Context: an optimization exercise on an open-source flow, tuned for small area, a short achievable clock period and few clock cycles per item. The choices shown serve that exercise and are no tape-out recipe. No functional check of the RTL was part of any run shown here. Power and IR drop assume default switching activity.

$ cat flow/flow/run.sh
#!/bin/bash
# Standard layout, with plain buffers on the ports and resizing not tied to
# cell footprints. Each step's own log is also kept under orfs/logs/.
set -euo pipefail
bash standard.sh \
  "BUFFER_PORTS_ARGS=-buffer_cell sky130_fd_sc_hd__buf_2" \
  MATCH_CELL_FOOTPRINT=0 \
  finish > standard.log 2>&1
$ cat flow/standard.sh
#!/bin/bash
# synth_recipe.tcl (not shown) runs the flow's synth.tcl, then flattens the netlist and writes it again
# the make line also repeats each setting of config.mk as NAME=value (left out here)
make -C /OpenROAD-flow-scripts/flow DESIGN_CONFIG=/design/flow/config.mk WORK_HOME=/design/flow/orfs CLKGATE_MAP_FILE= SYNTH_SCRIPT=/design/flow/synth_recipe.tcl "${@:-finish}"
$ cat flow/config.mk
export PLATFORM = sky130hd
export DESIGN_NAME = mul_axil
export DESIGN_NICKNAME = mul_axil
export VERILOG_FILES = /design/flow/design.v
export SDC_FILE = /design/flow/constraint.sdc
export NUM_CORES = 4
export LEC_CHECK = 0
export CAP_MARGIN = 20
export CORE_MARGIN = 2
export CORE_UTILIZATION = 60
export CTS_BUF_LIST = sky130_fd_sc_hd__clkbuf_4 sky130_fd_sc_hd__clkbuf_8
export CTS_CLUSTER_SIZE = 30
export SETUP_SLACK_MARGIN = 0.7
export SLEW_MARGIN = 20
$ cat flow/constraint.sdc
create_clock -name core_clock -period 3.2 [get_ports {Clk}]
set_input_delay 0.6400 -clock core_clock [delete_from_list [all_inputs] [get_ports {Clk}]]
set_output_delay 0.6400 -clock core_clock [all_outputs]
set_load 0.01 [all_outputs]
$ cat flow/design.v
module mul_axil (
  input  logic        Clk,
  input  logic        arst_n,
  input  logic        s_awvalid,
  output logic        s_awready,
  input  logic [7:0]  s_awaddr,
  input  logic        s_wvalid,
  output logic        s_wready,
  input  logic [31:0] s_wdata,
  input  logic [3:0]  s_wstrb,
  output logic        s_bvalid,
  input  logic        s_bready,
  output logic [1:0]  s_bresp,
  input  logic        s_arvalid,
  output logic        s_arready,
  input  logic [7:0]  s_araddr,
  output logic        s_rvalid,
  input  logic        s_rready,
  output logic [31:0] s_rdata,
  output logic [1:0]  s_rresp
);
  logic        bvalid, rvalid;
  logic        bresp_err;
  logic [31:0] rdata;
  logic [15:0] opa, opb;
  logic wr_fire, rd_fire, ctrl_go;
  logic aw_a, aw_b, aw_c;
  assign wr_fire = s_awvalid & s_wvalid & ~bvalid;
  assign rd_fire = s_arvalid & ~rvalid;
  assign aw_a = (s_awaddr == 8'h00);
  assign aw_b = (s_awaddr == 8'h04);
  assign aw_c = (s_awaddr == 8'h08);
  assign ctrl_go = wr_fire & aw_c & s_wstrb[0] & s_wdata[0];
  always_ff @(posedge Clk or negedge arst_n) begin
    if (!arst_n) begin
      opa <= '0;
      opb <= '0;
    end else begin
      if (wr_fire & aw_a & s_wstrb[0]) opa[7:0]  <= s_wdata[7:0];
      if (wr_fire & aw_a & s_wstrb[1]) opa[15:8] <= s_wdata[15:8];
      if (wr_fire & aw_b & s_wstrb[0]) opb[7:0]  <= s_wdata[7:0];
      if (wr_fire & aw_b & s_wstrb[1]) opb[15:8] <= s_wdata[15:8];
    end
  end
  logic        busy;           
  logic        fin;            
  logic [1:0]  cnt;            
  logic [3:0]  dig;            
  logic [15:0] hs, hc;
  logic [3:0]  ps, pc;
  logic [19:0] hi;
  logic [11:0] lo;
  logic        done;
  logic        has;            
  logic [4:0]  pr;
  logic [15:0] ha, hb, pp0, pp1, pp2, pp3;
  logic        cy;
  logic [19:0] sn, cn;
  assign pr = {1'b0, ps} + {1'b0, pc};
  assign ha  = hs & {16{busy}};
  assign hb  = hc & {16{busy}};
  assign cy  = pr[4] & busy;
  assign pp0 = opb & {16{dig[0]}};
  assign pp1 = opb & {16{dig[1]}};
  assign pp2 = opb & {16{dig[2]}};
  assign pp3 = opb & {16{dig[3]}};
  logic t1;
  logic t2;
  logic t3;
  logic t4;
  logic t5;
  logic t6;
  logic t7;
  logic t8;
  logic t9;
  logic t10;
  logic t11;
  logic t12;
  logic t13;
  logic t14;
  logic t15;
  logic t16;
  logic t17;
  logic t18;
  logic t19;
  logic t20;
  logic t21;
  logic t22;
  logic t23;
  logic t24;
  logic t25;
  logic t26;
  logic t27;
  logic t28;
  logic t29;
  logic t30;
  logic t31;
  logic t32;
  logic t33;
  logic t34;
  logic t35;
  logic t36;
  logic t37;
  logic t38;
  logic t39;
  logic t40;
  logic t41;
  logic t42;
  logic t43;
  logic t44;
  logic t45;
  logic t46;
  logic t47;
  logic t48;
  logic t49;
  logic t50;
  logic t51;
  logic t52;
  logic t53;
  logic t54;
  logic t55;
  logic t56;
  logic t57;
  logic t58;
  logic t59;
  logic t60;
  logic t61;
  logic t62;
  logic t63;
  logic t64;
  logic t65;
  logic t66;
  logic t67;
  logic t68;
  logic t69;
  logic t70;
  logic t71;
  logic t72;
  logic t73;
  logic t74;
  logic t75;
  logic t76;
  logic t77;
  logic t78;
  logic t79;
  logic t80;
  logic t81;
  logic t82;
  logic t83;
  logic t84;
  logic t85;
  logic t86;
  logic t87;
  logic t88;
  logic t89;
  logic t90;
  logic t91;
  logic t92;
  logic t93;
  logic t94;
  logic t95;
  logic t96;
  logic t97;
  logic t98;
  logic t99;
  logic t100;
  logic t101;
  logic t102;
  logic t103;
  logic t104;
  logic t105;
  logic t106;
  logic t107;
  logic t108;
  logic t109;
  logic t110;
  logic t111;
  logic t112;
  logic t113;
  logic t114;
  logic t115;
  logic t116;
  logic t117;
  logic t118;
  logic t119;
  logic t120;
  logic t121;
  logic t122;
  logic t123;
  logic t124;
  logic t125;
  logic t126;
  logic t127;
  logic t128;
  logic t129;
  logic t130;
  assign t1 = ha[2] ^ hb[2];
  assign t2 = ha[2] & hb[2];
  assign t3 = ha[3] ^ hb[3] ^ pp0[3];
  assign t4 = (ha[3] & hb[3]) | (ha[3] & pp0[3]) | (hb[3] & pp0[3]);
  assign t5 = pp1[2] ^ pp2[1];
  assign t6 = pp1[2] & pp2[1];
  assign t7 = ha[4] ^ hb[4] ^ pp0[4];
  assign t8 = (ha[4] & hb[4]) | (ha[4] & pp0[4]) | (hb[4] & pp0[4]);
  assign t9 = pp1[3] ^ pp2[2] ^ pp3[1];
  assign t10 = (pp1[3] & pp2[2]) | (pp1[3] & pp3[1]) | (pp2[2] & pp3[1]);
  assign t11 = ha[5] ^ hb[5] ^ pp0[5];
  assign t12 = (ha[5] & hb[5]) | (ha[5] & pp0[5]) | (hb[5] & pp0[5]);
  assign t13 = pp1[4] ^ pp2[3] ^ pp3[2];
  assign t14 = (pp1[4] & pp2[3]) | (pp1[4] & pp3[2]) | (pp2[3] & pp3[2]);
  assign t15 = ha[6] ^ hb[6] ^ pp0[6];
  assign t16 = (ha[6] & hb[6]) | (ha[6] & pp0[6]) | (hb[6] & pp0[6]);
  assign t17 = pp1[5] ^ pp2[4] ^ pp3[3];
  assign t18 = (pp1[5] & pp2[4]) | (pp1[5] & pp3[3]) | (pp2[4] & pp3[3]);
  assign t19 = ha[7] ^ hb[7] ^ pp0[7];
  assign t20 = (ha[7] & hb[7]) | (ha[7] & pp0[7]) | (hb[7] & pp0[7]);
  assign t21 = pp1[6] ^ pp2[5] ^ pp3[4];
  assign t22 = (pp1[6] & pp2[5]) | (pp1[6] & pp3[4]) | (pp2[5] & pp3[4]);
  assign t23 = ha[8] ^ hb[8] ^ pp0[8];
  assign t24 = (ha[8] & hb[8]) | (ha[8] & pp0[8]) | (hb[8] & pp0[8]);
  assign t25 = pp1[7] ^ pp2[6] ^ pp3[5];
  assign t26 = (pp1[7] & pp2[6]) | (pp1[7] & pp3[5]) | (pp2[6] & pp3[5]);
  assign t27 = ha[9] ^ hb[9] ^ pp0[9];
  assign t28 = (ha[9] & hb[9]) | (ha[9] & pp0[9]) | (hb[9] & pp0[9]);
  assign t29 = pp1[8] ^ pp2[7] ^ pp3[6];
  assign t30 = (pp1[8] & pp2[7]) | (pp1[8] & pp3[6]) | (pp2[7] & pp3[6]);
  assign t31 = ha[10] ^ hb[10] ^ pp0[10];
  assign t32 = (ha[10] & hb[10]) | (ha[10] & pp0[10]) | (hb[10] & pp0[10]);
  assign t33 = pp1[9] ^ pp2[8] ^ pp3[7];
  assign t34 = (pp1[9] & pp2[8]) | (pp1[9] & pp3[7]) | (pp2[8] & pp3[7]);
  assign t35 = ha[11] ^ hb[11] ^ pp0[11];
  assign t36 = (ha[11] & hb[11]) | (ha[11] & pp0[11]) | (hb[11] & pp0[11]);
  assign t37 = pp1[10] ^ pp2[9] ^ pp3[8];
  assign t38 = (pp1[10] & pp2[9]) | (pp1[10] & pp3[8]) | (pp2[9] & pp3[8]);
  assign t39 = ha[12] ^ hb[12] ^ pp0[12];
  assign t40 = (ha[12] & hb[12]) | (ha[12] & pp0[12]) | (hb[12] & pp0[12]);
  assign t41 = pp1[11] ^ pp2[10] ^ pp3[9];
  assign t42 = (pp1[11] & pp2[10]) | (pp1[11] & pp3[9]) | (pp2[10] & pp3[9]);
  assign t43 = ha[13] ^ hb[13] ^ pp0[13];
  assign t44 = (ha[13] & hb[13]) | (ha[13] & pp0[13]) | (hb[13] & pp0[13]);
  assign t45 = pp1[12] ^ pp2[11] ^ pp3[10];
  assign t46 = (pp1[12] & pp2[11]) | (pp1[12] & pp3[10]) | (pp2[11] & pp3[10]);
  assign t47 = ha[14] ^ hb[14] ^ pp0[14];
  assign t48 = (ha[14] & hb[14]) | (ha[14] & pp0[14]) | (hb[14] & pp0[14]);
  assign t49 = pp1[13] ^ pp2[12] ^ pp3[11];
  assign t50 = (pp1[13] & pp2[12]) | (pp1[13] & pp3[11]) | (pp2[12] & pp3[11]);
  assign t51 = ha[15] ^ hb[15] ^ pp0[15];
  assign t52 = (ha[15] & hb[15]) | (ha[15] & pp0[15]) | (hb[15] & pp0[15]);
  assign t53 = pp1[14] ^ pp2[13] ^ pp3[12];
  assign t54 = (pp1[14] & pp2[13]) | (pp1[14] & pp3[12]) | (pp2[13] & pp3[12]);
  assign t55 = pp1[15] ^ pp2[14];
  assign t56 = pp1[15] & pp2[14];
  assign t57 = ha[0] ^ hb[0];
  assign t58 = ha[0] & hb[0];
  assign t59 = ha[1] ^ hb[1] ^ pp0[1];
  assign t60 = (ha[1] & hb[1]) | (ha[1] & pp0[1]) | (hb[1] & pp0[1]);
  assign t61 = pp0[2] ^ pp1[1] ^ pp2[0];
  assign t62 = (pp0[2] & pp1[1]) | (pp0[2] & pp2[0]) | (pp1[1] & pp2[0]);
  assign t63 = pp3[0] ^ t3 ^ t5;
  assign t64 = (pp3[0] & t3) | (pp3[0] & t5) | (t3 & t5);
  assign t65 = t7 ^ t9 ^ t4;
  assign t66 = (t7 & t9) | (t7 & t4) | (t9 & t4);
  assign t67 = t11 ^ t13 ^ t8;
  assign t68 = (t11 & t13) | (t11 & t8) | (t13 & t8);
  assign t69 = t15 ^ t17 ^ t12;
  assign t70 = (t15 & t17) | (t15 & t12) | (t17 & t12);
  assign t71 = t19 ^ t21 ^ t16;
  assign t72 = (t19 & t21) | (t19 & t16) | (t21 & t16);
  assign t73 = t23 ^ t25 ^ t20;
  assign t74 = (t23 & t25) | (t23 & t20) | (t25 & t20);
  assign t75 = t27 ^ t29 ^ t24;
  assign t76 = (t27 & t29) | (t27 & t24) | (t29 & t24);
  assign t77 = t31 ^ t33 ^ t28;
  assign t78 = (t31 & t33) | (t31 & t28) | (t33 & t28);
  assign t79 = t35 ^ t37 ^ t32;
  assign t80 = (t35 & t37) | (t35 & t32) | (t37 & t32);
  assign t81 = t39 ^ t41 ^ t36;
  assign t82 = (t39 & t41) | (t39 & t36) | (t41 & t36);
  assign t83 = t43 ^ t45 ^ t40;
  assign t84 = (t43 & t45) | (t43 & t40) | (t45 & t40);
  assign t85 = t47 ^ t49 ^ t44;
  assign t86 = (t47 & t49) | (t47 & t44) | (t49 & t44);
  assign t87 = t51 ^ t53 ^ t48;
  assign t88 = (t51 & t53) | (t51 & t48) | (t53 & t48);
  assign t89 = pp3[13] ^ t55 ^ t52;
  assign t90 = (pp3[13] & t55) | (pp3[13] & t52) | (t55 & t52);
  assign t91 = pp2[15] ^ pp3[14];
  assign t92 = pp2[15] & pp3[14];
  assign t93 = pp0[0] ^ cy;
  assign t94 = pp0[0] & cy;
  assign t95 = pp1[0] ^ t59 ^ t58;
  assign t96 = (pp1[0] & t59) | (pp1[0] & t58) | (t59 & t58);
  assign t97 = t1 ^ t61 ^ t60;
  assign t98 = (t1 & t61) | (t1 & t60) | (t61 & t60);
  assign t99 = t2 ^ t63 ^ t62;
  assign t100 = (t2 & t63) | (t2 & t62) | (t63 & t62);
  assign t101 = t6 ^ t65 ^ t64;
  assign t102 = (t6 & t65) | (t6 & t64) | (t65 & t64);
  assign t103 = t10 ^ t67 ^ t66;
  assign t104 = (t10 & t67) | (t10 & t66) | (t67 & t66);
  assign t105 = t14 ^ t69 ^ t68;
  assign t106 = (t14 & t69) | (t14 & t68) | (t69 & t68);
  assign t107 = t18 ^ t71 ^ t70;
  assign t108 = (t18 & t71) | (t18 & t70) | (t71 & t70);
  assign t109 = t22 ^ t73 ^ t72;
  assign t110 = (t22 & t73) | (t22 & t72) | (t73 & t72);
  assign t111 = t26 ^ t75 ^ t74;
  assign t112 = (t26 & t75) | (t26 & t74) | (t75 & t74);
  assign t113 = t30 ^ t77 ^ t76;
  assign t114 = (t30 & t77) | (t30 & t76) | (t77 & t76);
  assign t115 = t34 ^ t79 ^ t78;
  assign t116 = (t34 & t79) | (t34 & t78) | (t79 & t78);
  assign t117 = t38 ^ t81 ^ t80;
  assign t118 = (t38 & t81) | (t38 & t80) | (t81 & t80);
  assign t119 = t42 ^ t83 ^ t82;
  assign t120 = (t42 & t83) | (t42 & t82) | (t83 & t82);
  assign t121 = t46 ^ t85 ^ t84;
  assign t122 = (t46 & t85) | (t46 & t84) | (t85 & t84);
  assign t123 = t50 ^ t87 ^ t86;
  assign t124 = (t50 & t87) | (t50 & t86) | (t87 & t86);
  assign t125 = t54 ^ t89 ^ t88;
  assign t126 = (t54 & t89) | (t54 & t88) | (t89 & t88);
  assign t127 = t56 ^ t91 ^ t90;
  assign t128 = (t56 & t91) | (t56 & t90) | (t91 & t90);
  assign t129 = pp3[15] ^ t92;
  assign t130 = pp3[15] & t92;
  assign sn[0] = t57;
  assign cn[0] = t93;
  assign sn[1] = t95;
  assign cn[1] = t94;
  assign sn[2] = t97;
  assign cn[2] = t96;
  assign sn[3] = t99;
  assign cn[3] = t98;
  assign sn[4] = t101;
  assign cn[4] = t100;
  assign sn[5] = t103;
  assign cn[5] = t102;
  assign sn[6] = t105;
  assign cn[6] = t104;
  assign sn[7] = t107;
  assign cn[7] = t106;
  assign sn[8] = t109;
  assign cn[8] = t108;
  assign sn[9] = t111;
  assign cn[9] = t110;
  assign sn[10] = t113;
  assign cn[10] = t112;
  assign sn[11] = t115;
  assign cn[11] = t114;
  assign sn[12] = t117;
  assign cn[12] = t116;
  assign sn[13] = t119;
  assign cn[13] = t118;
  assign sn[14] = t121;
  assign cn[14] = t120;
  assign sn[15] = t123;
  assign cn[15] = t122;
  assign sn[16] = t125;
  assign cn[16] = t124;
  assign sn[17] = t127;
  assign cn[17] = t126;
  assign sn[18] = t129;
  assign cn[18] = t128;
  assign sn[19] = t130;
  assign cn[19] = 1'b0;
  always_ff @(posedge Clk) begin
    hs <= sn[19:4];
    hc <= cn[19:4];
    ps <= sn[3:0];
    pc <= cn[3:0];
  end
  always_ff @(posedge Clk) begin
    if (busy) begin
      lo <= {pr[3:0], lo[11:4]};
    end
    if (fin) begin
      hi <= {hs, ps} + {hc, pc};
    end
  end
  always_ff @(posedge Clk or negedge arst_n) begin
    if (!arst_n) begin
      cnt  <= '0;
      busy <= 1'b0;
      fin  <= 1'b0;
      done <= 1'b0;
      has  <= 1'b0;
    end else begin
      if (ctrl_go | busy) begin
        cnt <= cnt + 2'd1;
      end
      if (ctrl_go) begin
        busy <= 1'b1;
        has  <= 1'b1;
      end else if (cnt == 2'd3) begin
        busy <= 1'b0;
      end
      fin <= busy & (cnt == 2'd3);
      if (ctrl_go) begin
        done <= 1'b0;
      end else if (busy & (cnt == 2'd1)) begin
        done <= 1'b1;
      end
    end
  end
  always_ff @(posedge Clk) begin
    if (busy) begin
      case (cnt)
        2'd1:    dig <= opa[11:8];
        2'd2:    dig <= opa[15:12];
        default: dig <= opa[3:0];
      endcase
    end else begin
      dig <= ctrl_go ? opa[7:4] : opa[3:0];
    end
  end
  logic sel_a, sel_b, sel_p, st_done, rd_err;
  logic [7:0] ra;
  assign ra = s_araddr;
  always_ff @(posedge Clk or negedge arst_n) begin
    if (!arst_n) begin
      bvalid <= 1'b0;
      rvalid <= 1'b0;
    end else begin
      if (wr_fire)       bvalid <= 1'b1;
      else if (s_bready) bvalid <= 1'b0;
      if (rd_fire)       rvalid <= 1'b1;
      else if (s_rready) rvalid <= 1'b0;
    end
  end
  always_ff @(posedge Clk) begin
    if (!bvalid) bresp_err <= ~(aw_a | aw_b | aw_c);
    if (!rvalid) begin
      sel_a   <= (ra == 8'h00);
      sel_b   <= (ra == 8'h04);
      sel_p   <= (ra == 8'h10) & ~busy & has;
      st_done <= (ra == 8'h0C) & done;
      rd_err  <= ~((ra == 8'h00) | (ra == 8'h04) | (ra == 8'h08) | (ra == 8'h0C)
                   | (ra == 8'h10));
    end
  end
  assign rdata = ({32{sel_p}} & {hi, lo})
               | {16'h0, {16{sel_a}} & opa}
               | {16'h0, {16{sel_b}} & opb}
               | {31'h0, st_done};
  assign s_awready = ~bvalid;
  assign s_wready  = ~bvalid;
  assign s_bvalid  = bvalid;
  assign s_bresp   = {bresp_err, 1'b0};
  assign s_arready = ~rvalid;
  assign s_rvalid  = rvalid;
  assign s_rdata   = rdata;
  assign s_rresp   = {rd_err, 1'b0};
endmodule
==> results of run 1 <==
[layout by cell type (no fill, tap or decap), types with 3 or more instances in the layout]
cell	synthesis	layout
o221a_2	3	3
a21oi_1	16	15
clkinv_2	0	3
edfxtp_1	38	38
ha_1	30	30
nor2_1	20	19
buf_12	0	3
buf_4	6	9
buf_2	0	79
o21ai_0	19	19
dfrtp_1	40	39
nand2b_1	4	4
and2_4	1	18
o31ai_1	3	3
fa_1	58	58
mux2_2	32	32
nand4_1	4	4
a222oi_1	15	15
nor3_1	6	6
inv_4	0	3
dfxtp_1	43	39
dfxtp_2	0	4
xor2_1	6	6
clkbuf_8	0	20
and2_1	75	58
nand2_1	62	62
a21o_1	8	8
nand3_1	8	8
xnor2_1	11	11
inv_1	89	88
[power by group]
part	switching [mW]	total [mW]	internal [mW]
combinational	0.123	0.218	0.0954
sequential	0.0250	1.63	1.60
clock	0.627	1.39	0.760
total	0.775	3.23	2.46
[sequential cells by signal, summed over array words and instances, names as in the netlist, 2 cells and up]
name  cells
cnt       2
dig       4
hc       15
hi       20
hs       16
lo       12
opa      16
opb      16
pc        4
ps        4
[worst paths after layout]
path | from | end | depth (start not counted)
worst max-delay path | busy | ps[3] | 7
worst min-delay path | arst_n | opa[10] | 1
worst max register to register | busy | ps[3] | 7
worst min register to register | lo[11] | lo[7] | 0
max in group asynchronous | arst_n | busy | 1
min in group core_clock | s_rready | rvalid | 2
[worst max-delay path, delay by kind of cell, from the launching register on]
family / cells / cell delay (ps)
simple gates: 1 / 140
fa+ha+maj: 3 / 1440
buf+inv: 3 / 280
flops: 1 / 550
[layout make-up]
type                       count  area [um^2]
tap                          143          179
fill                         822         3270
sequential                   121         3010
clock buffer                  21          283
clock inverter                11          119
multi-input combinational    423         3820
inverter                      89          334
timing repair buffer          93          546
[what timing repair did]
item / in CTS / in global routing
setup endpoints to repair: 56 / 51
gates resized for setup: 13 / 9
buffers inserted: 5 / 6
hold endpoints to repair: 0 / 0
pin swaps: 2 / 5
[per-layer routing]
metal  share of wire (%)  GRT usage [%]  vias to the layer above
met5                   0              0                        -
met4                 2.9           11.1                        0
met3                 6.8           4.94                       35
met2                  50           45.0                      202
met1                  40           32.3                     2484
li1                    -              -                     2368
[metrics by stage]
step	worst slack [ps]	instance area [um^2]	power (mW)	hold slack, ps
after floorplan	684	7250	1.77	344
after global placement	492	7700	1.86	442
after detailed placement	419	7700	1.86	451
after CTS	685	8190	3.24	331
after global routing	576	8290	3.35	335
final	668	8290	3.23	316
[kinds of logic after synthesis]
kind of cell    share of synthesized area [%]
xor+xnor                                 2.07
buf+inv                                  6.22
simple gates                             14.5
compound gates                           8.68
mux                                      5.30
fa+ha+maj                                21.4
flops                                    41.8
other cells                            0.0522
==> metrics.yaml, run 1 <==
routed_wl_um: 15800
std_cell_rows: 39
ir_drop_mv: 0.338
drtIter0Drc: 326
gr-usage-all-layers_pct: 26.1
num_antenna_cells: 0
clk_pin_slew_worst_paths_ps: 70
finalSetupTns_ps: 0
worst-r2r-setup-slack_ps: 670
dieHeight_um: 113
nets: 892
ys_top_cells_by_area: "fa_1 (16%), edfxtp_1 (16%), dfrtp_1 (14%), dfxtp_1 (12%), and2_1 (6.5%)"
static-leakage-power_nw: 4.11
skew_ps: 10.7
maxCapViolations: 0
root_buffer: "clkbuf_8"
vias: 5089
dieArea_um2: 12900
syn_inst: 656
end_kind: "flip-flop"
layout_min_cycle_time_ps: 2530
drc_errors: 0
cp.required_ps: 3540
syn_area_um2: 7180
finalHoldViolations: 0
cts_num_sinks: 121
hold_path_class: "in2async"
antenna_left: 0
postLayoutCoreUtil_pct: 71.7
final_layout_size_suffix_gt1_share_pct: 26.1
hpwl_um: 11500
rsz0062_at_grt: "true"
yosys.area.top_type: "fa_1"
crit_path_max_fanout: 8
synth-edff-count: 38
period_share_pct: 79.1
syn_to_final_growth_pct: 15.5
hold_buffers: 0
arrival_ps: 2870
synthFlopType: "dfxtp_1"
synth_most_common_cell: "inv_1"
h-tree-depth: 4
start_util_pct: 62.1
wl_per_cell_um: 17.5
grt_first_pass_wirelength_um: 25600
insertion_delay_ps: 460
fmax_mhz: 395
final_cell_count_no_fill: 901
cts_tree: "yes"
port_buffers: 79
synth.top_cell.area_share_pct: 16.2
grt_max_degree: 41
max_stage_delay_ps: 550
post-place-cells: 858
fp.coreArea_um2: 11600
crit_top_cell: "fa_1"
grt_pass1_vias: 5287
critical_path_class: "reg2reg"
synth-seq-cells: 121
synth_cell_types: 54
postSynthAreaPerCell_um2: 10.9
maxSlewViolCount: 0
antenna_found_initial: 0
ys_seq_area_share_pct: 41.8
outcome: "finished clean"
ys_async_sr_fraction_pct: 33.1
path_cells: "buf_6 > and2_4 > fa_1 > inv_2 > fa_1 > inv_1 > fa_1"
setup_viol: 0
cp_slowest_cell: "dfrtp_4"
gp_congestion: 0.839
post_drt_via_cell_ratio: 5.65
die_w_um: 113
grt-ovfl-total: 0
firstDrtPassIters: 6
ios: 100
relSlewSlack_pct: 36.1
critPathLaunchType: "flip-flop"
p_per_area_nw_per_um2: 390
yosys-top-cells-count: "inv_1 (89), and2_1 (75), nand2_1 (62)"
cts_max_path_buffers: 2
cts_buffers: 17
ys_warn_count: 1
tightest_slew_ps: 958
==> inputs of run 2 (changes only) <==
--- a/flow/design.v
+++ b/flow/design.v
@@ -53,3 +53,2 @@
   logic        done;
-  logic        has;            
   logic [4:0]  pr;
@@ -372,12 +371,6 @@
   end
-  always_ff @(posedge Clk) begin
-    if (busy) begin
-      lo <= {pr[3:0], lo[11:4]};
-    end
-    if (fin) begin
-      hi <= {hs, ps} + {hc, pc};
-    end
-  end
   always_ff @(posedge Clk or negedge arst_n) begin
     if (!arst_n) begin
+      hi   <= '0;
+      lo   <= '0;
       cnt  <= '0;
@@ -386,4 +379,9 @@
       done <= 1'b0;
-      has  <= 1'b0;
     end else begin
+      if (busy) begin
+        lo  <= {pr[3:0], lo[11:4]};
+      end
+      if (fin) begin
+        hi  <= {hs, ps} + {hc, pc};
+      end
       if (ctrl_go | busy) begin
@@ -393,3 +391,2 @@
         busy <= 1'b1;
-        has  <= 1'b1;
       end else if (cnt == 2'd3) begin
@@ -435,3 +432,3 @@
       sel_b   <= (ra == 8'h04);
-      sel_p   <= (ra == 8'h10) & ~busy & has;
+      sel_p   <= (ra == 8'h10) & ~busy;
       st_done <= (ra == 8'h0C) & done;
--- a/flow/config.mk
+++ b/flow/config.mk
@@ -10,4 +10,2 @@
 export CORE_UTILIZATION = 60
-export CTS_BUF_LIST = sky130_fd_sc_hd__clkbuf_4 sky130_fd_sc_hd__clkbuf_8
-export CTS_CLUSTER_SIZE = 30
 export SETUP_SLACK_MARGIN = 0.7
==> run 2 against run 1 <==
  * Hold slack gained 23 ps
  * Register-to-register slack lost 40 ps
  * Die area grew 2.2%
  * Worst setup slack lost 36 ps
  * Combinational power shrank 12%
  * Wire length grew 6.8%
  * Critical path depth is the same
  * Cell count grew 3.8%
  * Total power grew 21%
  * Largest cell class unchanged
==> metrics.yaml, run 2 <==
outcome: "finished clean"
postSynthAreaPerCell_um2: 10.6
worst-path-buf-inv: 3
grt_pass1_vias: 5552
arrival_ps: 2930
setup_viol: 0
path_cells: "clkbuf_16 > and2_4 > fa_1 > inv_2 > fa_1 > inv_2 > fa_2"
synth_cell_types: 58
layout_min_cycle_time_ps: 2570
cp_top_family: "adder cells"
syn_to_final_growth_pct: 19.0
yosys.area.top_type: "dfrtp_1"
crit_path_max_fanout: 6
finalSetupTns_ps: 0
syn_inst: 690
cts_tree: "yes"
p_per_area_nw_per_um2: 446
grt_first_pass_wirelength_um: 27600
dieHeight_um: 115
critPathLaunchType: "flip-flop"
routed_wl_um: 16800
synth-edff-count: 6
port_buffers: 79
insertion_delay_ps: 420
largest-register: "hi"
start_util_pct: 61.4
relSlewSlack_pct: 39.4
synth-seq-cells: 120
post_drt_via_cell_ratio: 5.62
period_share_pct: 80.2
h-tree-depth: 4
syn_area_um2: 7340
synth_most_common_cell: "inv_1"
drc_errors: 0
fmax_mhz: 389
tightest_slew_ps: 909
grt_max_degree: 72
max_stage_delay_ps: 560
static-leakage-power_nw: 4.38
std_cell_rows: 40
dpl-instance-area_um2: 7840
gr-usage-all-layers_pct: 27.7
ys_async_sr_fraction_pct: 59.2
maxCapViolations: 0
end_kind: "flip-flop"
skew_ps: 10.4
firstDrtPassIters: 5
ys_seq_area_share_pct: 38.4
drtIter0Drc: 328
final_cell_mix: "inv_1 (81), buf_2 (78), nand2_1 (70), dfrtp_1 (70), and2_1 (59)"
r2r-start: "busy"
synth.top_cell.area_share_pct: 24.2
hpwl_um: 12100
largest_register_ff_count: 20
cts_num_sinks: 120
critical_path_class: "reg2reg"
fp.coreArea_um2: 12000
cts_max_path_buffers: 2
mostFrequentLayoutCell: "inv_1"
ys_warn_count: 1
yosys-top-cells-count: "inv_1 (87), and2_1 (77), dfrtp_1 (71)"
power_mw: 3.90
wl_per_cell_um: 18.0
crit_start: "busy"
final_layout_size_suffix_gt1_share_pct: 28.9
cts_buffers: 17
cp.required_ps: 3560
vias: 5256
num_antenna_cells: 0
nets: 922
rsz0062_at_grt: "true"
die_w_um: 115
ys_top_cells_by_area: "dfrtp_1 (24%), fa_1 (16%), dfxtp_1 (12%), mux2_2 (8.1%), and2_1 (6.6%)"
final_area_um2: 8740
maxSlewViolCount: 0
ios: 100
grt-ovfl-total: 0
dieArea_um2: 13100
antenna_left: 0
gp_congestion: 0.882
synthFlopType: "dfrtp_1"
cp_slowest_cell: "fa_1"
antenna_found_initial: 0
ir_drop_mv: 0.396
clk_pin_slew_worst_paths_ps: 60
hold_path_class: "in2async"
finalHoldViolations: 0
root_buffer: "clkbuf_16"
## run 2: cell types whose count changed in the layout (fill, tap and decap cells not counted), sizes merged, moves of 3 or more
cell	before	now
dfrtp	40	71
xor2	6	3
o211ai	2	7
nand2	62	71
a211oi	3	6
a21oi	17	22
a21o	8	5
nand3	9	13
nand2b	4	1
mux2	32	53
inv	92	88
edfxtp	38	6
o21ai	19	12
## run 2: what timing repair did
| action | CTS | global route |
|---|---|---|
| resized for setup | 23 | 10 |
| pin swaps | 18 | 9 |
| hold buffers | 0 | 0 |
| gates cloned | 1 | 0 |
| setup buffers | 8 | 3 |
| endpoints found under the setup margin | 61 | 23 |
## run 2: final timing paths
check | endpoint | slack (ps) | depth (start not counted)
max | hs[2] | 630 | 7
min | hi[15] | 340 | 1
max reg2reg | hs[2] | 630 | 7
min reg2reg | hi[6] | 480 | 2
max in group asynchronous | busy | 2170 | 1
min in group core_clock | rvalid | 380 | 2
## run 2: report_power, final
part	internal (mW)	leakage (nW)	switching, mW
Combinational	0.0787	2.68	0.114
Sequential	1.55	1.38	0.0344
Clock	1.39	0.325	0.728
## run 2: final cells by class
cell class	instances	area (um^2)
Inverter	87	327
Multi-Input combinational cell	456	4150
Fill cell	863	3220
Clock buffer	21	514
Timing Repair Buffer	93	582
Clock inverter	11	155
Sequential cell	120	2830
Tap cell	147	184
## run 2: kinds of logic (layout without fill, tap and decap cells)
family | Yosys count | after routing | synth area share [%]
muxes | 55 | 55 | 8.40
xor gates and xnor gates | 12 | 12 | 1.43
buffers and inverters | 115 | 212 | 6.24
other | 1 | 2 | 0.0511
DFF | 120 | 120 | 38.4
and+or+nand+nor | 210 | 210 | 15.4
AOI/OAI and AO/OA | 89 | 89 | 9.18
adders and majority gates | 88 | 88 | 20.9
## run 2: per-layer routing
layer  GRT usage, %  part of all wire, %
met5              0                    0
met4           8.54                  1.5
met3           5.72                  5.3
met2           47.9                   51
met1           35.0                   42
## run 2: stage by stage
stage / instances / utilization (%) / setup slack [ps] / hold slack [ps]
after CTS: 932 / 72.5 / 646 / 367
after global placement: 891 / 65.5 / 496 / 463
final: 935 / 73.1 / 632 / 338
after detailed placement: 891 / 65.5 / 471 / 476
after global routing: 935 / 73.1 / 587 / 390
after floorplan: 691 / - / 708 / 344

## re-timing with driven ports
The flow's constraints put no driver on any port. The routed layouts listed below were extracted and timed again, unchanged, in two steps.
Step 1 sets driving cells, clkbuf_16 on the clock port and buf_2 on the other inputs (assumed; they add their load-dependent delay and slew).
Step 2, shift: input delay + t, output delay - t, t = (earliest + latest rising clock arrival at the registers) / 2. This alone moves slack from input paths to output paths.
Three values: ideal, step 1, step 2; two values: the first two.
run	shift t [ns]	slack for setup (ns)	clock arrival spread, ns	worst register clock-pin slew, ns	cell pins on the clock port's net
run 1	0.485	0.668 / 0.668 / 0.447	0.011 / 0.011	0.07 / 0.07	1
run 2	0.452	0.632 / 0.632 / 0.632	0.010 / 0.010	0.06 / 0.06	1
After both steps setup and hold are still met in every run listed. For run 1, which loses most, drivers alone change the setup slack by 0.000 ns; drivers and shift together by -0.221 ns.
